From an optimization exercise on the open Yosys and OpenROAD flow, aimed at small area; shortcuts taken in it are not production practice.
The RTL was checked by simulation tests, not by an equivalence proof against the original design.
Power figures rest on the tool's default switching activity, not on a simulated workload.

==> flow/design.v <==
module processor (
  input  logic        clk,
  input  logic        reset,
  input  logic [31:0] instruction,
  output logic [31:0] addr,
  output logic [31:0] out,
  output logic        sys_dne,
  output logic        rw
);
  localparam logic [5:0] OP_AND = 6'd6;
  localparam logic [5:0] OP_OR  = 6'd7;
  localparam logic [5:0] OP_XOR = 6'd8;
  localparam logic [5:0] OP_NOT = 6'd9;
  localparam logic [5:0] OP_LI  = 6'd10;
  logic [31:0] pc_q;
  logic [3:0]  ph_q;
  logic        started_q;    
  always_ff @(posedge clk or negedge reset) begin
    if (!reset) begin
      pc_q      <= '0;
      ph_q      <= '0;
      started_q <= 1'b0;
    end else begin
      {pc_q, ph_q} <= {pc_q, ph_q} + 36'd1;
      if (ph_q == 4'd15) started_q <= 1'b1;
    end
  end
  logic [5:0] op;
  logic [4:0] rs, rt, rd, dst;
  logic       is_and, is_or, is_xor, is_not, is_li, wr;
  assign op  = instruction[31:26];
  assign rs  = instruction[25:21];
  assign rt  = instruction[20:16];
  assign rd  = instruction[15:11];
  assign is_and = (op == OP_AND);
  assign is_or  = (op == OP_OR);
  assign is_xor = (op == OP_XOR);
  assign is_not = (op == OP_NOT);
  assign is_li  = (op == OP_LI);
  assign wr     = is_and | is_or | is_xor | is_not | is_li;
  assign dst    = is_li ? rs : (is_not ? rt : rd);
  logic [31:0][15:0] lo_q;
  logic [31:0]       col0;      
  logic [31:0]       we;
  logic a, b, res;
  logic [3:0] wsel_hi;
  logic [7:0] wsel_lo;
  always_comb begin
    wsel_hi = '0;
    wsel_hi[dst[4:3]] = wr;
    wsel_lo = '0;
    wsel_lo[dst[2:0]] = 1'b1;
  end
  logic [7:0] a1, b1;
  logic [1:0] a2, b2;
  for (genvar k = 0; k < 8; k++) begin : g_rd1
    assign a1[k] = col0[4 * k + rs[1:0]];
    assign b1[k] = col0[4 * k + rt[1:0]];
  end
  for (genvar k = 0; k < 2; k++) begin : g_rd2
    assign a2[k] = a1[4 * k + rs[3:2]];
    assign b2[k] = b1[4 * k + rt[3:2]];
  end
  assign a = a2[rs[4]];
  assign b = b2[rt[4]];
  always_comb begin
    if (is_li)       res = instruction[ph_q];
    else if (is_not) res = ~a;
    else if (is_and) res = a & b;
    else if (is_or)  res = a | b;
    else             res = a ^ b;
  end
  for (genvar i = 0; i < 32; i++) begin : g_reg
    assign col0[i] = lo_q[i][0];
    assign we[i]   = wsel_hi[i / 8] & wsel_lo[i % 8];
    always_ff @(posedge clk) begin
      lo_q[i] <= {(we[i] ? res : lo_q[i][0]), lo_q[i][15:1]};
    end
  end
  logic [31:0] hr_q;
  logic [3:0]  tap;
  logic [1:0]  j_rs, j_rt, j_dst;
  logic        cap_a, cap_b, ins;
  logic        ha_q, hb_q, hres;
  assign tap   = {hr_q[24], hr_q[16], hr_q[8], hr_q[0]};
  assign j_rs  = {rs[4] ^ pc_q[0], rs[3]};
  assign j_rt  = {rt[4] ^ pc_q[0], rt[3]};
  assign j_dst = (dst[4:3] - 2'd1) ^ {pc_q[0], 1'b0};
  assign cap_a = ~ph_q[3] & (ph_q[2:0] == rs[2:0]);
  assign cap_b = ~ph_q[3] & (ph_q[2:0] == rt[2:0]);
  assign ins   = wr & ph_q[3] & (ph_q[2:0] == dst[2:0]);
  always_ff @(posedge clk) begin
    if (cap_a) ha_q <= tap[j_rs];
    if (cap_b) hb_q <= tap[j_rt];
  end
  always_comb begin
    if (is_li)       hres = 1'b0;
    else if (is_not) hres = ~ha_q;
    else if (is_and) hres = ha_q & hb_q;
    else if (is_or)  hres = ha_q | hb_q;
    else             hres = ha_q ^ hb_q;
  end
  always_ff @(posedge clk) begin
    hr_q <= {hr_q[0], hr_q[31:1]};
    if (ins) begin
      case (j_dst)
        2'd0: hr_q[31] <= hres;
        2'd1: hr_q[7]  <= hres;
        2'd2: hr_q[15] <= hres;
        default: hr_q[23] <= hres;
      endcase
    end
  end
  logic [15:0] out_lo_q;
  logic        out_hi_q;
  always_ff @(posedge clk) begin
    out_lo_q <= {(wr ? res : (out_lo_q[0] & started_q)), out_lo_q[15:1]};
    if (ph_q == 4'd15) out_hi_q <= wr ? hres : (out_hi_q & started_q);
  end
  assign sys_dne = started_q & (ph_q == 4'd0);
  assign addr    = pc_q;
  assign out     = {{16{out_hi_q}}, out_lo_q};
  assign rw      = 1'b0;
endmodule
==> flow/flow/run.sh <==
#!/bin/bash
# Layout flow: the standard ORFS flow (standard.sh), with
#  - synthesis as standard.sh's, but an area-oriented ABC script for the
#    combinational logic (flow/my_synth.tcl, flow/abc_area.script);
#  - the smallest buffer (buf_1) for the port buffers;
#  - a clock tree of clkbuf_4 clusters, without dummy loads.
# Each step's output goes to its own log in the work folder.
set -euo pipefail
W=$(pwd)
export FLOW_SYNTH_TCL="$W/synth_recipe.tcl"
export FLOW_ABC_SCRIPT="$W/flow/abc_area.script"
export BUFFER_PORTS_ARGS="-buffer_cell sky130_fd_sc_hd__buf_1"
export CTS_ARGS="-sink_clustering_enable -repair_clock_nets -buf_list sky130_fd_sc_hd__clkbuf_4 -sink_clustering_size 11 -sink_clustering_max_diameter 40 -dont_use_dummy_load"
bash standard.sh SYNTH_SCRIPT="$W/flow/my_synth.tcl" synth > log_synth.txt 2>&1
bash standard.sh floorplan > log_floorplan.txt 2>&1
bash standard.sh place > log_place.txt 2>&1
bash standard.sh cts > log_cts.txt 2>&1
bash standard.sh route > log_route.txt 2>&1
bash standard.sh finish > log_finish.txt 2>&1
==> flow/flow/abc_area.script <==
&get -n
&st
&dc2
&dch
&nf -R 1000 -F 10 -C 32
&st
&dc2
&dch -f
&nf -R 1000 -F 10 -C 32
&st
&dch -f
&nf -R 1000 -F 10 -C 32
&put
topo
==> flow/flow/my_synth.tcl <==
# The standard synthesis (synth_recipe.tcl in the work folder), with one
# change: ABC maps the combinational logic with an area-oriented script
# (flow/abc_area.script) instead of ORFS's delay-oriented one. Everything
# else, the flip-flop mapping included, is unchanged, so the registers keep
# the standard synthesis's names and cell types.
proc abc {args} {
  set i [lsearch -exact $args -script]
  if { $i >= 0 } { lset args [expr { $i + 1 }] $::env(FLOW_ABC_SCRIPT) }
  set j [lsearch -exact $args -D]
  if { $j >= 0 } { set args [lreplace $args $j [expr { $j + 1 }]] }
  yosys abc {*}$args
}
source $::env(FLOW_SYNTH_TCL)
==> flow/standard.sh <==
#!/bin/bash
# synth_recipe.tcl (not shown) runs the flow's synth.tcl, then flattens the netlist and writes it again
# the make line also repeats each setting of config.mk as NAME=value (left out here)
make -C /OpenROAD-flow-scripts/flow DESIGN_CONFIG=/design/flow/config.mk WORK_HOME=/design/flow/orfs CLKGATE_MAP_FILE= SYNTH_SCRIPT=/design/flow/synth_recipe.tcl "${@:-finish}"
==> flow/config.mk <==
export PLATFORM = sky130hd
export DESIGN_NAME = processor
export DESIGN_NICKNAME = processor
export VERILOG_FILES = /design/flow/design.v
export SDC_FILE = /design/flow/constraint.sdc
export NUM_CORES = 4
export LEC_CHECK = 0
export CAP_MARGIN = 20
export CORE_MARGIN = 2
export CORE_UTILIZATION = 65
export PLACE_DENSITY = 0.75
export SLEW_MARGIN = 20
==> flow/constraint.sdc <==
create_clock -name core_clock -period 6.0 [get_ports {clk}]
set_input_delay 1.2000 -clock core_clock [delete_from_list [all_inputs] [get_ports {clk}]]
set_output_delay 1.2000 -clock core_clock [all_outputs]
set_load 0.01 [all_outputs]
==> flow_summary.html, run 1 <==
<table>
<tr><th>Metric</th><th>Value</th></tr>
<tr><th colspan="2">Clock tree</th></tr>
<tr><td>TritonCTS clock tree</td><td>yes</td></tr>
<tr><td>Post-CTS setup buffer count</td><td>0</td></tr>
<tr><td>Post-cts sizing count</td><td>0</td></tr>
<tr><td>Clock sink count</td><td>600</td></tr>
<tr><td>Clock transition at the register clock pins on the worst setup and hold paths after CTS</td><td>around 110 ps</td></tr>
<tr><td>Clock root buffer</td><td>sky130_fd_sc_hd__clkbuf_4</td></tr>
<tr><td>TritonCTS buffer count</td><td>between 60 and 70</td></tr>
<tr><td>Hold buffer count at cts</td><td>0</td></tr>
<tr><td>Clock latency on the worst-skew pair</td><td>slightly below 700 ps</td></tr>
<tr><td>CTS HTree Levels</td><td>3</td></tr>
<tr><td>CTS Buffer Depth</td><td>3</td></tr>
<tr><th colspan="2">Routing</th></tr>
<tr><td>Wire length reported by the detailed router</td><td>about 22000 um</td></tr>
<tr><td>Number of vias per cell after detailed routing</td><td>slightly below 5</td></tr>
<tr><td>Antenna Violating Nets Remaining</td><td>0</td></tr>
<tr><td>Met1 Wirelength</td><td>between 10000 and 15000 um</td></tr>
<tr><td>Residual DRC count</td><td>0</td></tr>
<tr><td>Highest layer used for signal routing</td><td>met4</td></tr>
<tr><td>Post-DR wirelength/cell</td><td>15.7 um</td></tr>
<tr><td>Total met2 wirelength after detailed routing</td><td>10100 um</td></tr>
<tr><td>Starting DRT DRC Count</td><td>between 300 and 400</td></tr>
<tr><td>Vias</td><td>6950</td></tr>
<tr><td>Number of iterations in the first detailed-routing pass</td><td>5</td></tr>
<tr><td>Met3 routed WL</td><td>~1200 um</td></tr>
<tr><th colspan="2">STA</th></tr>
<tr><td>Measured slew at the worst slew-check pin</td><td>1010 ps</td></tr>
<tr><td>Worst slew margin relative to its limit</td><td>roughly a third</td></tr>
<tr><td>Total negative slack</td><td>0 ps</td></tr>
<tr><td>Final worst path period need</td><td>~4500 ps</td></tr>
<tr><td>Worst setup skew after layout</td><td>about 94 ps</td></tr>
<tr><td>Max-slew violation count</td><td>0</td></tr>
<tr><td>Total of endpoints with negative setup slack in the final report</td><td>0</td></tr>
<tr><td>RSZ-0062 raised after global routing</td><td>false</td></tr>
<tr><td>Worst-case hold slack</td><td>between 200 and 300 ps</td></tr>
<tr><td>Highest attainable clock frequency</td><td>between 200 and 250 MHz</td></tr>
<tr><td>Post-route clock period utilization</td><td>75.0%</td></tr>
<tr><td>Final count of hold timing violations</td><td>0</td></tr>
<tr><th colspan="2">Critical path</th></tr>
<tr><td>Largest fanout of any net on the critical path</td><td>26</td></tr>
<tr><td>R2R Path End</td><td>lo_q[79]$_DFF_P_</td></tr>
<tr><td>Number of cell instances on the worst register-to-register path</td><td>13</td></tr>
<tr><td>Max incr delay on CP</td><td>between 700 and 800 ps</td></tr>
<tr><td>Setup crit start kind</td><td>input port</td></tr>
<tr><td>Setup Crit Path Kind</td><td>input port to register</td></tr>
<tr><td>R2R Path Start</td><td>lo_q[416]$_DFF_P_</td></tr>
<tr><td>Worst path slowest cell</td><td>sky130_fd_sc_hd__buf_1</td></tr>
<tr><td>Ordered list of cells on the worst path</td><td>buf_1 -&gt; mux2i_1 -&gt; mux4_2 -&gt; mux4_2 -&gt; ha_1 -&gt; a22oi_1 -&gt; o211ai_1 -&gt; o211ai_1 -&gt; nand2_1 -&gt; clkinv_1 -&gt; o31ai_1</td></tr>
<tr><td>Crit. End Element</td><td>register</td></tr>
<tr><td>Worst EP required</td><td>between 6000 and 7000 ps</td></tr>
<tr><td>Critical Path AT</td><td>about 5000 ps</td></tr>
<tr><td>Setup slack on the worst flop-to-flop path</td><td>2230 ps</td></tr>
<tr><th colspan="2">Worst hold path</th></tr>
<tr><td>Hold EP</td><td>lo_q[140]$_DFF_P_</td></tr>
<tr><td>Hold path start</td><td>lo_q[141]$_DFF_P_</td></tr>
<tr><td>Type of the most critical hold path</td><td>register to register</td></tr>
<tr><td>Hold path depth</td><td>0</td></tr>
<tr><th colspan="2">Global route</th></tr>
<tr><td>Global-route wire length before repair</td><td>between 30000 and 40000 um</td></tr>
<tr><td>Vias in the first global route</td><td>around 6700</td></tr>
<tr><td>Initial antenna violation count</td><td>1</td></tr>
<tr><td>Total overflow reported by the global router</td><td>0</td></tr>
<tr><td>Global Route Usage Sum</td><td>18.6%</td></tr>
<tr><td>Pin count of the biggest net entering global routing</td><td>38</td></tr>
<tr><th colspan="2">Synth</th></tr>
<tr><td>Fraction of synthesis flops using an asynchronous set or reset pin</td><td>roughly 6%</td></tr>
<tr><td>Xor/xnor cell area share of the yosys netlist</td><td>2.14%</td></tr>
<tr><td>Synthesized area per cell</td><td>15.3 sq um</td></tr>
<tr><td>Main combinational cell family by area after synthesis</td><td>simple AND/OR/NAND/NOR gates</td></tr>
<tr><td>Post-Syn Instances</td><td>960</td></tr>
<tr><td>Share of synthesized cell area in full adder, half adder and majority cells</td><td>less than 1%</td></tr>
<tr><td>Library cell occupying the most area in the post-synthesis netlist</td><td>sky130_fd_sc_hd__dfxtp_1</td></tr>
<tr><td>Post-Synth Simple-Gate Area</td><td>between 4 and 5%</td></tr>
<tr><td>Post-synth EDFFs</td><td>3</td></tr>
<tr><td>Synth unique cells</td><td>37</td></tr>
<tr><td>Total standard cell area after synthesis</td><td>14700 sq um</td></tr>
<tr><td>Most common library cells after synthesis</td><td>560 x sky130_fd_sc_hd__dfxtp_1, 48 x sky130_fd_sc_hd__nand2_1, 38 x sky130_fd_sc_hd__nand3_1</td></tr>
<tr><td>Synthesized Nets</td><td>about 1000</td></tr>
<tr><td>Top post-synthesis cells by area</td><td>sky130_fd_sc_hd__dfxtp_1 76%, sky130_fd_sc_hd__dfrtp_1 6.3%, sky130_fd_sc_hd__mux4_2 2.8%</td></tr>
<tr><td>Post-synth top flop</td><td>sky130_fd_sc_hd__dfxtp_1</td></tr>
<tr><td>Number of warnings issued by yosys</td><td>1</td></tr>
<tr><td>Register bit total from synthesis</td><td>600</td></tr>
<tr><td>Sequential share of the synthesized area</td><td>83.1%</td></tr>
<tr><td>Most common cell in the netlist</td><td>sky130_fd_sc_hd__dfxtp_1</td></tr>
<tr><td>Multiplexer fraction of the synthesized cell area</td><td>4.47%</td></tr>
<tr><td>Top cell type's share of synthesized area</td><td>about 76%</td></tr>
<tr><td>Synthesized-area fraction occupied by ao, oa, aoi and oai cells</td><td>3.26%</td></tr>
<tr><th colspan="2">Final layout</th></tr>
<tr><td>Area occupied by multi-input gates</td><td>2310 sq um</td></tr>
<tr><td>Number of nets in the layout</td><td>1159</td></tr>
<tr><td>FF/Latch Area</td><td>12200 sq um</td></tr>
<tr><td>Proportion of layout cells with a drive suffix above 1</td><td>~8.2%</td></tr>
<tr><td>Relative area change from synthesis to final layout</td><td>7.77%</td></tr>
<tr><td>Fill cells</td><td>~1500</td></tr>
<tr><td>Core utilization of the finished layout</td><td>between 70% and 80%</td></tr>
<tr><th colspan="2">Floorplan</th></tr>
<tr><td>Std-Cell Core Area</td><td>~22000 sq um</td></tr>
<tr><td>Io pins</td><td>100</td></tr>
<tr><td>DIE HEIGHT</td><td>approximately 150 um</td></tr>
<tr><td>Number of placement rows</td><td>between 50 and 60</td></tr>
<tr><td>Overall die area</td><td>about 24000 sq um</td></tr>
<tr><td>Die X-Extent</td><td>roughly 150 um</td></tr>
<tr><td>Starting density of the core</td><td>between 60 and 70%</td></tr>
<tr><th colspan="2">Power</th></tr>
<tr><td>Peak supply drop</td><td>between 0.0002 and 0.0003 V</td></tr>
<tr><td>Leak Pwr</td><td>6.35 nW</td></tr>
<tr><td>Power density of the placed cells</td><td>around 360 nW/um^2</td></tr>
<tr><th colspan="2">Placement</th></tr>
<tr><td>Port Buffer Count</td><td>98</td></tr>
<tr><td>Gp weighted congestion</td><td>about 0.84</td></tr>
<tr><td>HPWL after detailed placement</td><td>14500 um</td></tr>
<tr><th colspan="2">Status</th></tr>
<tr><td>Run status</td><td>complete, no violations</td></tr>
<tr><th colspan="2">Job</th></tr>
<tr><td>Count of maximum capacitance violations</td><td>0</td></tr>
</table>
## worst max path at each step
stage                          from                end  slack (ps)  cells past startpoint
detailed placement  instruction[21]  lo_q[191]$_DFF_P_         960                     11
global route        instruction[21]  lo_q[191]$_DFF_P_        1240                     11
global placement    instruction[21]  lo_q[399]$_DFF_P_        1030                     11
finish              instruction[21]   lo_q[79]$_DFF_P_        1500                     11
CTS                 instruction[21]  lo_q[351]$_DFF_P_        1640                     11
floorplan           instruction[31]   lo_q[79]$_DFF_P_        1320                     10
## power by group
group          internal [W]  switching (W)  total, W
Sequential          0.00400     0.00000673   0.00401
Clock              0.000518        0.00107   0.00159
Combinational     0.0000328      0.0000709  0.000104
## cell usage in the layout, fill, tap and decap left out, drive strengths merged
cell | synthesis | routed
a211oi | 3 | 3
a31oi | 7 | 7
mux4 | 18 | 18
a41oi | 2 | 2
o32ai | 2 | 2
dfrtp | 37 | 37
nand4 | 3 | 3
conb | 1 | 1
nand2b | 2 | 2
ha | 11 | 11
diode | 0 | 2
nand4b | 1 | 1
a211o | 2 | 2
nand2 | 48 | 48
dfxtp | 560 | 560
xnor2 | 20 | 20
o211ai | 2 | 2
o31ai | 2 | 2
nor2b | 4 | 4
or4 | 1 | 1
buf | 17 | 101
mux2 | 10 | 10
a22oi | 1 | 1
o21ai | 36 | 36
a21oi | 24 | 24
nor4 | 2 | 2
a2111oi | 2 | 2
edfxtp | 3 | 3
and3 | 9 | 9
clkinv | 17 | 17
o22ai | 1 | 1
mux2i | 14 | 14
nor2 | 32 | 32
xor2 | 16 | 16
nor3 | 8 | 8
nor4b | 2 | 2
clkbuf | 0 | 68
nand3 | 38 | 38
nand3b | 2 | 2
## flip-flops by register name, indices dropped and copies added (netlist names)
register / cells
hr_q: 32
ph_q: 4
out_lo_q: 16
hb_q: 1
out_hi_q: 1
ha_q: 1
lo_q: 512
started_q: 1
pc_q: 32
## kinds of logic (layout without fill, tap and decap cells)
family,Yosys count,after routing
muxes,42,42
DFF,600,600
buffers and inverters,34,186
other,1,3
xor gates and xnor gates,36,36
and+or+nand+nor,152,152
AOI/OAI and AO/OA,84,84
adders and majority gates,11,11
## worst max-delay path: cells and delay by family
family	cells	cell delay, ps
AND/OR/NAND/NOR	1	270
adder cells (fa/ha/maj)	1	320
multiplexers	3	1180
buffers and inverters	2	1300
AO/OA/AOI/OAI	4	740
## final cells by class
type	count	area share (%)
Sequential cell	600	77.1
Multi-Input combinational cell	326	14.5
Clock buffer	67	3.17
Timing Repair Buffer	102	2.52
Tap cell	285	2.25
Inverter	17	0.402
Antenna cell	2	0.0316
## per-layer routing
layer / vias to the layer above / global-route usage [%]
li1: 3470 / -
met1: 3244 / 26.0
met2: 192 / 28.5
met3: 44 / 4.37
met4: 0 / 7.72
met5: - / 0
## through the flow
step                      worst slack, ps  cells  area (sq um)  power, W
final                                1500   1399         15900   0.00570
after global routing                 1240   1399         15900   0.00594
after CTS                            1640   1397         15800   0.00576
after global placement               1030   1330         15300   0.00420
after detailed placement              955   1330         15300   0.00420
after floorplan                      1320    960         14700   0.00415
==> run 2, diff against run 1 <==
--- a/flow/design.v
+++ b/flow/design.v
@@ -15,13 +15,28 @@
   logic [31:0] pc_q;
   logic [3:0]  ph_q;
   logic        started_q;    
+  logic [31:0] pc_d;
+  logic [3:0]  byte_cin;
+  logic [32:0] cy;
+  assign byte_cin[0] = (ph_q == 4'd15);
+  assign byte_cin[1] = byte_cin[0] & (&pc_q[7:0]);
+  assign byte_cin[2] = byte_cin[1] & (&pc_q[15:8]);
+  assign byte_cin[3] = byte_cin[2] & (&pc_q[23:16]);
+  for (genvar i = 0; i < 32; i++) begin : g_inc
+    logic c;
+    if (i % 8 == 0) assign c = byte_cin[i / 8];
+    else            assign c = cy[i];
+    assign pc_d[i]   = pc_q[i] ^ c;
+    assign cy[i + 1] = pc_q[i] & c;
+  end
   always_ff @(posedge clk or negedge reset) begin
     if (!reset) begin
       pc_q      <= '0;
       ph_q      <= '0;
       started_q <= 1'b0;
     end else begin
-      {pc_q, ph_q} <= {pc_q, ph_q} + 36'd1;
+      ph_q <= ph_q + 4'd1;
+      pc_q <= pc_d;
       if (ph_q == 4'd15) started_q <= 1'b1;
     end
   end
--- a/flow/flow/run.sh
+++ b/flow/flow/run.sh
@@ -10,7 +10,7 @@
 export FLOW_SYNTH_TCL="$W/synth_recipe.tcl"
 export FLOW_ABC_SCRIPT="$W/flow/abc_area.script"
 export BUFFER_PORTS_ARGS="-buffer_cell sky130_fd_sc_hd__buf_1"
-export CTS_ARGS="-sink_clustering_enable -repair_clock_nets -buf_list sky130_fd_sc_hd__clkbuf_4 -sink_clustering_size 11 -sink_clustering_max_diameter 40 -dont_use_dummy_load"
+export CTS_ARGS="-sink_clustering_enable -repair_clock_nets -buf_list sky130_fd_sc_hd__clkbuf_4 -sink_clustering_size 12 -sink_clustering_max_diameter 40 -dont_use_dummy_load"
 bash standard.sh SYNTH_SCRIPT="$W/flow/my_synth.tcl" synth > log_synth.txt 2>&1
 bash standard.sh floorplan > log_floorplan.txt 2>&1
 bash standard.sh place > log_place.txt 2>&1
==> flow/flow/abc_area.script (replaced) <==
strash
dc2
dch -f
amap -m -F 4 -A 8
topo
==> flow_summary.html, run 2 <==
<table>
<tr><th>Metric</th><th>Value</th></tr>
<tr><th colspan="2">Global route</th></tr>
<tr><td>Global-route wire length before repair</td><td>34500 um (+1.7%)</td></tr>
<tr><td>Pin count of the biggest net entering global routing</td><td>38 (unchanged)</td></tr>
<tr><td>Initial antenna violation count</td><td>1 (unchanged)</td></tr>
<tr><td>Total overflow reported by the global router</td><td>0 (unchanged)</td></tr>
<tr><td>Global Route Usage Sum</td><td>18.7% (+0.11 points)</td></tr>
<tr><td>Vias in the first global route</td><td>6809 (+2.1%)</td></tr>
<tr><th colspan="2">Critical path</th></tr>
<tr><td>Crit. End Element</td><td>register</td></tr>
<tr><td>Ordered list of cells on the worst path</td><td>buf_1 -&gt; clkinv_1 -&gt; a22oi_1 -&gt; o22ai_1 -&gt; o221a_1 -&gt; o32ai_1 -&gt; clkinv_1 -&gt; ha_1 -&gt; a221oi_1 -&gt; o221ai_1 -&gt; o21ai_2 -&gt; buf_4 -&gt; a31oi_1</td></tr>
<tr><td>R2R Path End</td><td>pc_q[31]$_DFF_PN0_</td></tr>
<tr><td>Critical path's most frequent cell</td><td>sky130_fd_sc_hd__clkinv_1</td></tr>
<tr><td>Worst path slowest cell</td><td>sky130_fd_sc_hd__clkinv_1</td></tr>
<tr><td>Setup slack on the worst flop-to-flop path</td><td>2460 ps (+230 ps)</td></tr>
<tr><td>Setup Crit Path Kind</td><td>input port to register</td></tr>
<tr><td>Critical Path AT</td><td>5030 ps (about the same)</td></tr>
<tr><td>R2R Path Start</td><td>ph_q[2]$_DFF_PN0_</td></tr>
<tr><td>Number of cell instances on the worst register-to-register path</td><td>15 (+2)</td></tr>
<tr><td>Max incr delay on CP</td><td>640 ps (-80 ps)</td></tr>
<tr><td>Number of buffers and inverters on the critical path</td><td>4 (+2)</td></tr>
<tr><td>Largest fanout of any net on the critical path</td><td>19 (-27%)</td></tr>
<tr><td>Worst EP required</td><td>6510 ps (about the same)</td></tr>
<tr><td>Setup crit start kind</td><td>input port</td></tr>
<tr><td>Dominant delay contributor by cell family on the critical path</td><td>compound AO/OA/AOI/OAI gates</td></tr>
<tr><th colspan="2">Placement</th></tr>
<tr><td>HPWL after detailed placement</td><td>14900 um (+2.7%)</td></tr>
<tr><td>Gp weighted congestion</td><td>0.866 (+3.2%)</td></tr>
<tr><td>Port Buffer Count</td><td>98 (unchanged)</td></tr>
<tr><th colspan="2">Synth</th></tr>
<tr><td>Synth unique cells</td><td>31 (-16%)</td></tr>
<tr><td>Register bit total from synthesis</td><td>600 (unchanged)</td></tr>
<tr><td>Most common library cells after synthesis</td><td>560 x sky130_fd_sc_hd__dfxtp_1, 48 x sky130_fd_sc_hd__a21oi_1, 46 x sky130_fd_sc_hd__nor2_1</td></tr>
<tr><td>Post-synth EDFFs</td><td>3 (unchanged)</td></tr>
<tr><td>Synthesized Nets</td><td>1029 (+2.4%)</td></tr>
<tr><td>Number of warnings issued by yosys</td><td>1 (unchanged)</td></tr>
<tr><td>Top post-synthesis cells by area</td><td>sky130_fd_sc_hd__dfxtp_1 77%, sky130_fd_sc_hd__dfrtp_1 6.4%, sky130_fd_sc_hd__ha_1 3.4%</td></tr>
<tr><td>Top cell type's share of synthesized area</td><td>77.3% (+1.1 points)</td></tr>
<tr><td>Synthesized area per cell</td><td>15.2 sq um (-1.0%)</td></tr>
<tr><td>Library cell occupying the most area in the post-synthesis netlist</td><td>sky130_fd_sc_hd__dfxtp_1</td></tr>
<tr><td>Total standard cell area after synthesis</td><td>14500 sq um (-1.4%)</td></tr>
<tr><td>Fraction of synthesis flops using an asynchronous set or reset pin</td><td>6.17% (unchanged)</td></tr>
<tr><td>Most common cell in the netlist</td><td>sky130_fd_sc_hd__dfxtp_1</td></tr>
<tr><td>Sequential share of the synthesized area</td><td>84.3% (+1.2 points)</td></tr>
<tr><td>Post-Syn Instances</td><td>956 (-0.42%)</td></tr>
<tr><td>Post-synth top flop</td><td>sky130_fd_sc_hd__dfxtp_1</td></tr>
<tr><th colspan="2">Floorplan</th></tr>
<tr><td>Number of placement rows</td><td>54 (-1.8%)</td></tr>
<tr><td>Starting density of the core</td><td>66.3% (+0.66 points)</td></tr>
<tr><td>Io pins</td><td>100 (unchanged)</td></tr>
<tr><td>Std-Cell Core Area</td><td>21900 sq um (-2.4%)</td></tr>
<tr><td>Die X-Extent</td><td>153 um (-0.71%)</td></tr>
<tr><td>DIE HEIGHT</td><td>153 um (-0.71%)</td></tr>
<tr><td>Overall die area</td><td>23500 sq um (-1.4%)</td></tr>
<tr><th colspan="2">STA</th></tr>
<tr><td>Worst-case hold slack</td><td>266 ps (-14.1 ps)</td></tr>
<tr><td>Worst setup skew after layout</td><td>117 ps (+22.6 ps)</td></tr>
<tr><td>Worst slew margin relative to its limit</td><td>41.3% (+8.6 points)</td></tr>
<tr><td>Total negative slack</td><td>0 ps (unchanged)</td></tr>
<tr><td>Total of endpoints with negative setup slack in the final report</td><td>0 (unchanged)</td></tr>
<tr><td>RSZ-0062 raised after global routing</td><td>false</td></tr>
<tr><td>Final count of hold timing violations</td><td>0 (unchanged)</td></tr>
<tr><td>Post-route clock period utilization</td><td>75.4% (+0.44 points)</td></tr>
<tr><td>Final worst path period need</td><td>4520 ps (+26.7 ps)</td></tr>
<tr><td>Max-slew violation count</td><td>0 (unchanged)</td></tr>
<tr><td>Highest attainable clock frequency</td><td>221 MHz (-0.59%)</td></tr>
<tr><td>Measured slew at the worst slew-check pin</td><td>881 ps (-129 ps)</td></tr>
<tr><th colspan="2">Power</th></tr>
<tr><td>Peak supply drop</td><td>0.000251 V (-2.8%)</td></tr>
<tr><td>Power density of the placed cells</td><td>362 nW/um^2 (+0.83%)</td></tr>
<tr><td>Total power</td><td>0.00565 W (-0.95%)</td></tr>
<tr><td>Leak Pwr</td><td>6.26 nW (-1.4%)</td></tr>
<tr><th colspan="2">Final layout</th></tr>
<tr><td>Proportion of layout cells with a drive suffix above 1</td><td>5.91% (-2.3 points)</td></tr>
<tr><td>Leading cell type in the layout, fill and taps excluded</td><td>sky130_fd_sc_hd__dfxtp_1</td></tr>
<tr><td>Top register by number of flip-flops</td><td>lo_q</td></tr>
<tr><td>Number of nets in the layout</td><td>1175 (+1.4%)</td></tr>
<tr><td>Max reg flops</td><td>512 (unchanged)</td></tr>
<tr><td>Most used cells in the layout excluding fill and tap cells</td><td>560 x sky130_fd_sc_hd__dfxtp_1, 97 x sky130_fd_sc_hd__buf_1, 58 x sky130_fd_sc_hd__clkbuf_4, 48 x sky130_fd_sc_hd__a21oi_1, 46 x sky130_fd_sc_hd__nor2_1</td></tr>
<tr><td>Relative area change from synthesis to final layout</td><td>7.42%</td></tr>
<tr><td>Largest registers</td><td>lo_q: 512 flops, hr_q: 32 flops, pc_q: 32 flops</td></tr>
<tr><th colspan="2">Clock tree</th></tr>
<tr><td>Post-cts sizing count</td><td>0 (unchanged)</td></tr>
<tr><td>TritonCTS clock tree</td><td>yes</td></tr>
<tr><td>Hold buffer count at cts</td><td>0 (unchanged)</td></tr>
<tr><td>TritonCTS buffer count</td><td>58 (-13%)</td></tr>
<tr><td>Clock latency on the worst-skew pair</td><td>720 ps (+30 ps)</td></tr>
<tr><td>CTS Buffer Depth</td><td>3 (unchanged)</td></tr>
<tr><td>Clock sink count</td><td>600 (unchanged)</td></tr>
<tr><td>Clock transition at the register clock pins on the worst setup and hold paths after CTS</td><td>110 ps (about the same)</td></tr>
<tr><td>Clock root buffer</td><td>sky130_fd_sc_hd__clkbuf_4</td></tr>
<tr><td>CTS HTree Levels</td><td>2 (-1)</td></tr>
<tr><td>Post-CTS setup buffer count</td><td>0 (unchanged)</td></tr>
<tr><th colspan="2">Routing</th></tr>
<tr><td>Wire length reported by the detailed router</td><td>22100 um (+0.68%)</td></tr>
<tr><td>Vias</td><td>7195 (+3.5%)</td></tr>
<tr><td>Post-DR wirelength/cell</td><td>16.0 um (+1.8%)</td></tr>
<tr><td>Number of iterations in the first detailed-routing pass</td><td>7 (+2)</td></tr>
<tr><td>Antenna Violating Nets Remaining</td><td>0 (unchanged)</td></tr>
<tr><td>Number of vias per cell after detailed routing</td><td>5.20 (+4.7%)</td></tr>
<tr><td>Starting DRT DRC Count</td><td>513 (+46%)</td></tr>
<tr><td>Residual DRC count</td><td>0 (unchanged)</td></tr>
<tr><th colspan="2">Worst hold path</th></tr>
<tr><td>Hold path start</td><td>lo_q[305]$_DFF_P_</td></tr>
<tr><td>Hold path depth</td><td>0 (unchanged)</td></tr>
<tr><td>Type of the most critical hold path</td><td>register to register</td></tr>
<tr><td>Hold EP</td><td>lo_q[304]$_DFF_P_</td></tr>
<tr><th colspan="2">Job</th></tr>
<tr><td>Count of maximum capacitance violations</td><td>0 (unchanged)</td></tr>
<tr><th colspan="2">Status</th></tr>
<tr><td>Run status</td><td>complete, no violations</td></tr>
</table>
run 2: cell count changes after synthesis, moves of 24 or more:
cell	before	now
sky130_fd_sc_hd__o221ai_1	0	26
sky130_fd_sc_hd__ha_1	11	39
sky130_fd_sc_hd__clkinv_1	17	44
sky130_fd_sc_hd__nand3_1	38	11
sky130_fd_sc_hd__nand2_1	48	9
sky130_fd_sc_hd__a21oi_1	24	48
run 2: worst max-delay path by stage:
| stage | startpoint | end | slack, ps | cells after the start |
|---|---|---|---|---|
| floorplan | instruction[31] | lo_q[399]$_DFF_P_ | 1510 | 11 |
| global placement | instruction[23] | lo_q[479]$_DFF_P_ | 960 | 13 |
| detailed placement | instruction[23] | lo_q[495]$_DFF_P_ | 940 | 13 |
| CTS | instruction[23] | lo_q[287]$_DFF_P_ | 1640 | 13 |
| global route | instruction[23] | lo_q[287]$_DFF_P_ | 1170 | 14 |
| finish | instruction[23] | lo_q[287]$_DFF_P_ | 1480 | 13 |
run 2: cells by family (layout without fill, tap and decap cells):
group	count (synthesis)	in the layout	synth area share [%]
buffers and inverters	61	205	2.02
adders and majority gates	39	39	3.36
and+or+nand+nor	86	86	2.57
DFF	600	600	84.3
AOI/OAI and AO/OA	169	169	7.73
other	1	4	0.0259
run 2: power breakdown:
part / switching (W) / internal, W / leakage (nW)
registers: 0.0000141 / 0.00403 / 5.04
logic: 0.0000911 / 0.0000380 / 0.956
clock network: 0.00103 / 0.000445 / 0.267
total: 0.00114 / 0.00451 / 6.26
run 2: metrics by stage:
step | instances | setup WS, ps | instance area, sq um | utilization, %
2_1_floorplan | 956 | 1510 | 14500 | -
3_3_place_gp | 1322 | 961 | 15100 | 69.2
3_5_place_dp | 1322 | 944 | 15100 | 69.2
4_1_cts | 1380 | 1640 | 15600 | 71.1
5_1_grt | 1381 | 1170 | 15600 | 71.2
6_report | 1383 | 1480 | 15600 | 71.2
run 2: area by class of cell:
type	count	area, sq um
antenna	3	7.51
clock buffer	58	435
fill	1489	6310
inverter	44	165
multi-input combinational	295	1990
sequential	600	12200
tap	280	350
timing repair buffer	103	407
run 2: layer usage:
metal / global-route usage (%) / part of all wire [%] / vias to the layer above / wire length, um
met1: 26.9 / 48 / 3341 / 10600
met3: 4.25 / 6.6 / 38 / 1460
li1: - / - / 3557 / -
met4: 6.33 / 2.1 / 0 / 474
met2: 28.5 / 43 / 259 / 9570
met5: 0 / 0 / - / 0

## port drivers added, routing unchanged
Ports are ideal in the flow. The routed layouts listed here were re-timed in OpenROAD. Step 1 sets driving cells, clkbuf_16 on the clock port and buf_2 on the other inputs (assumed; they add their load-dependent delay and slew). Step 2 times the ports against the registers' clock, not the clock port: input delays grow and output delays shrink by t, the midpoint of the rising clock arrivals with the driver on. a / b / c = ideal / step 1 / step 2; a / b = the first two.
| run | t (ns) | setup slack, ns | worst setup path after step 2 | worst slew at a driven data input, ns | cell pins on the clock port's net |
|---|---|---|---|---|---|
| run 1 | 0.689 | 1.502 / 1.502 / 0.813 | input to register | 0.04 | 1 |
| run 2 | 0.708 | 1.475 / 1.460 / 0.752 | input to register | 0.05 | 1 |
After both steps setup and hold are still met in every run listed. For run 2, which loses most, drivers alone change the setup slack by -0.015 ns; drivers and shift together by -0.723 ns.
